Background: an optimization exercise with open tools, aiming at small area, a short achievable clock period and few clock cycles per item. Do not read the settings as production practice. RTL that was checked went through simulation tests only; none was proved equivalent to the original.

==> flow/design.v (excerpt) <==
module lidar_polar_to_pixel (
    input  logic        clk,
    input  logic        rst_n,
    input  logic        s_axis_tvalid,
    output logic        s_axis_tready,
    input  logic [39:0] s_axis_tdata,
    input  logic        s_axis_tuser,
    output logic        m_axis_tvalid,
    input  logic        m_axis_tready,
    output logic [39:0] m_axis_tdata,
    output logic        m_axis_tuser,
    input  logic        cfg_we,
    input  logic [1:0]  cfg_index,
    input  logic [23:0] cfg_data
);
Settings: LEC_CHECK=0, CAP_MARGIN=20, CORE_MARGIN=2, CORE_UTILIZATION=40, CTS_CLUSTER_DIAMETER=120, CTS_CLUSTER_SIZE=22, SLEW_MARGIN=20, SYNTH_HIERARCHICAL=1; clock period 10.0 ns.
standard.sh (not shown) runs the stock make flow with config.mk's settings and CLKGATE_MAP_FILE= SYNTH_SCRIPT=/design/flow/synth_recipe.tcl, a recipe that flattens the netlist after the stock synthesis.
==> flow/flow/run.sh <==
#!/bin/bash
# The standard layout, with timing repair after placement aimed at a
# 3.6 ns period. The clock and constraints stay the design's: only
# repair_timing's setup margin changes. Synthesis and floorplan run first,
# the floorplan removing synthesis buffers rather than repairing timing
# (that repair cannot buffer, so it only spins on the pipeline enable net);
# placement re-buffers.
set -euo pipefail
bash standard.sh REMOVE_ABC_BUFFERS=1 floorplan > standard_floorplan.log 2>&1
bash standard.sh SETUP_SLACK_MARGIN=6.4 finish > standard_finish.log 2>&1
Testbench counts at the start, summed over its fixed seeds: cycles 8,176, items 8,000.
Change:
==> flow/flow/run.sh (replaced) <==
#!/bin/bash
# The standard layout, with timing repair after placement aimed at a
# 3.3 ns period. The clock and constraints stay the design's: only
# repair_timing's setup margin changes. Synthesis and floorplan run first,
# the floorplan removing synthesis buffers rather than repairing timing
# (that repair cannot buffer, so it only spins on the pipeline enable net);
# placement re-buffers.
set -euo pipefail
bash standard.sh REMOVE_ABC_BUFFERS=1 floorplan > standard_floorplan.log 2>&1
bash standard.sh SETUP_SLACK_MARGIN=6.7 finish > standard_finish.log 2>&1
Settings changed: CTS_CLUSTER_DIAMETER 120 to not set, CTS_CLUSTER_SIZE 22 to not set.
Effect: Setup slack improved by 0.032 ns; hold slack gets better by 0.011 ns; die area does not change; clock-buffer cell count went up by 137; global-route usage is higher by 0.82 points; wire length climbs by 5.6%.
Change:
==> flow/flow/run.sh (replaced) <==
#!/bin/bash
# The standard layout, with timing repair after placement aimed at a
# 3.6 ns period. The clock and constraints stay the design's: only
# repair_timing's setup margin changes. Synthesis and floorplan run first,
# the floorplan removing synthesis buffers rather than repairing timing
# (that repair cannot buffer, so it only spins on the pipeline enable net);
# placement re-buffers.
set -euo pipefail
bash standard.sh REMOVE_ABC_BUFFERS=1 floorplan > standard_floorplan.log 2>&1
bash standard.sh SETUP_SLACK_MARGIN=6.4 finish > standard_finish.log 2>&1
Outcome: Clock skew came out lower by 0.0034 ns; core utilization came out lower by 2.3 points; worst setup slack is worse by 0.010 ns; fmax stays flat; non-clock buffer count came out lower by 365; register-to-register slack stays flat; area after synthesis stays the same.

lidar_polar_to_pixel, a different RTL version from the one above (not shown whole).
For scale: about 1900 flip-flops, ~130000 µm² of cells after synthesis.
clock: 10.0 ns
lec_check: 0
cap_margin: 20
core_margin: 2
core_utilization: 40
setup_slack_margin: 5
slew_margin: 20
run.sh (not shown) runs the stock make flow with config.mk's settings and CLKGATE_MAP_FILE= SYNTH_SCRIPT=/design/flow/synth_recipe.tcl, a recipe that flattens the netlist after the stock synthesis.
Stock flow here: none of the scripts above is used.
==> next run, changes <==
==> flow/flow/run.sh (new file) <==
#!/bin/bash
# The standard layout, with timing repair aimed at a 3.6 ns period (the
# clock and constraints stay the design's: only repair_timing's setup
# margin changes).
set -euo pipefail
bash standard.sh SETUP_SLACK_MARGIN=6.4 finish > standard.log 2>&1
==> flow/standard.sh (new file) <==
#!/bin/bash
# synth_recipe.tcl (not shown) runs the flow's synth.tcl, then flattens the netlist and writes it again
# the make line also repeats each setting of config.mk as NAME=value (left out here)
make -C /OpenROAD-flow-scripts/flow DESIGN_CONFIG=/design/flow/config.mk WORK_HOME=/design/flow/orfs CLKGATE_MAP_FILE= SYNTH_SCRIPT=/design/flow/synth_recipe.tcl "${@:-finish}"
SETUP_SLACK_MARGIN = default   (was 5)
removed: flow/run.sh
Outcome:
- global-route usage grows by 0.61 points
- non-clock buffer count grows by 513
- maximum frequency grows by about a fifth
- sequential share of layout area shrinks by 2.2 points
- via count grows by a few percent
- cell count grows by a few percent
No functional check of the RTL was part of any run of this note.

Setup of v36:
Another version of the RTL of lidar_polar_to_pixel (not shown whole).
Size in the first run: ~13000 cells after synthesis, roughly 1800 flip-flops, roughly 120 I/O pins, ~140000 um2 of cells after synthesis.
make LEC_CHECK=0 CAP_MARGIN=20 CORE_MARGIN=2 CORE_UTILIZATION=40 SLEW_MARGIN=20 finish   # period 10.0 ns
Stock flow here: none of the scripts above is used.
v36 went all the way through the flow, and no timing, DRC or antenna check failed.
> inputs changed (v36 -> v30)
# v36
export LEC_CHECK = 0
export CAP_MARGIN = 20
export CORE_MARGIN = 2
export CORE_UTILIZATION = 40
export SLEW_MARGIN = 20
create_clock -name core_clock -period 10.0 [get_ports {clk}]
# v30
export LEC_CHECK = 0
export CAP_MARGIN = 20
export CORE_MARGIN = 2
export CORE_UTILIZATION = 60
export PLACE_DENSITY = 0.72
export SLEW_MARGIN = 20
create_clock -name core_clock -period 10.0 [get_ports {clk}]
Findings:
v30 ends up with higher critical path depth than v36 does. Summary of v30 over v36: remaining max-slew budget at the tightest pin up 6.3 points, share of cell area taken by flip-flops and latches up 0.55 points. [compare] base=v36 new=v30: synthesized cell count barely changed, number of placement rows dropped 18%, total detailed-routing wirelength climbed 5.2 mm. v30 reached the end of the flow, and the finished layout is clean on the timing, design-rule and antenna checks.
No run of this note included a check of the RTL's function; only the layout flow was run.

lidar_polar_to_pixel, a different RTL version from the one above (not shown whole).
Size: roughly 11,000 cells after synthesis, ~1,800 flip-flops, ~0.13 mm^2 of cells after synthesis.
// lidar_polar_to_pixel
module lidar_polar_to_pixel (
    input  logic        clk,
    input  logic        rst_n,
    input  logic        s_axis_tvalid,
    output logic        s_axis_tready,
    input  logic [39:0] s_axis_tdata,
    input  logic        s_axis_tuser,
    output logic        m_axis_tvalid,
    input  logic        m_axis_tready,
    output logic [39:0] m_axis_tdata,
    output logic        m_axis_tuser,
    input  logic        cfg_we,
    input  logic [1:0]  cfg_index,
    input  logic [23:0] cfg_data
);
    localparam logic [23:0] SCALE_RESET  = 24'd65536;
    localparam logic [11:0] CENTRE_X_RST = 12'd400;
    localparam logic [11:0] CENTRE_Y_RST = 12'd300;
    localparam logic [1:0] REG_PIXEL_SCALE = 2'd0;
    localparam logic [1:0] REG_CENTRE_X    = 2'd1;
    localparam logic [1:0] REG_CENTRE_Y    = 2'd2;
    function automatic logic [29:0] atan_q30(input int i);
        logic [29:0] r;
        case (i)
            0:       r = 30'd843314857;
  ...
clock: 10.0 ns
lec_check: 0
cap_margin: 20
core_margin: 2
core_utilization: 40
setup_slack_margin: 5
slew_margin: 20
Rerun with:
==> flow/flow/run.sh (new file) <==
#!/bin/bash
# Standard layout, run as a flow of its own.
cp standard.sh standard.sh.txt 2>/dev/null
bash standard.sh > standard.log 2>&1
==> flow/standard.sh (new file) <==
#!/bin/bash
# synth_recipe.tcl (not shown) runs the flow's synth.tcl, then flattens the netlist and writes it again
# the make line also repeats each setting of config.mk as NAME=value (left out here)
make -C /OpenROAD-flow-scripts/flow DESIGN_CONFIG=/design/flow/config.mk WORK_HOME=/design/flow/orfs CLKGATE_MAP_FILE= SYNTH_SCRIPT=/design/flow/synth_recipe.tcl "${@:-finish}"
--- a/flow/config.mk
+++ b/flow/config.mk
@@ -11 +10,0 @@
-export SETUP_SLACK_MARGIN = 5
removed: flow/run.sh
=>
- first-iteration DRC count barely changes
- wire length stays flat
- design area decreases by 0.34%
- register-to-register slack loses 950 ps
Function was not checked in any run of this note: the RTL went through the layout flow alone.

[what the ideal ports hide]
The flow's constraints put no driver on any port. The routed layouts listed below were extracted and timed again, unchanged, in two steps. Step 1 assumes that a clkbuf_16 drives the clock port and a buf_2 every other input. Step 2 moves the port delays by t, midway between the first and last clock arrival at a register: inputs arrive t later, outputs are due t later. That takes back most of the time a late clock gives input paths. a / b / c = ideal ports / drivers / drivers and shift; a / b = the first two.
run	t, ns	setup WS [ns]	latest minus earliest clock arrival (ns)	pins driven straight from the clock port
the first run of note 1	0.929	6.160 / 6.160 / 6.003	0.159 / 0.159	1
the second run of note 1	0.993	6.192 / 6.192 / 6.173	0.127 / 0.126	1
the third run of note 1	0.985	6.182 / 6.182 / 6.015	0.122 / 0.122	1
the first run of note 2	0.945	5.317 / 5.317 / 5.317	0.070 / 0.070	1
the second run of note 2	0.951	6.123 / 6.123 / 5.761	0.070 / 0.069	1
v36	0.972	4.434 / 4.434 / 4.434	0.109 / 0.109	1
v30	0.932	4.221 / 4.221 / 4.221	0.077 / 0.077	1
the first run of note 4	0.953	4.177 / 4.177 / 4.177	0.070 / 0.070	1
the second run of note 4	0.951	3.231 / 3.231 / 3.231	0.068 / 0.068	1
After both steps setup and hold are still met in every run listed. For the second run of note 2, which loses most, drivers alone change the setup slack by 0.000 ns; drivers and shift together by -0.362 ns.
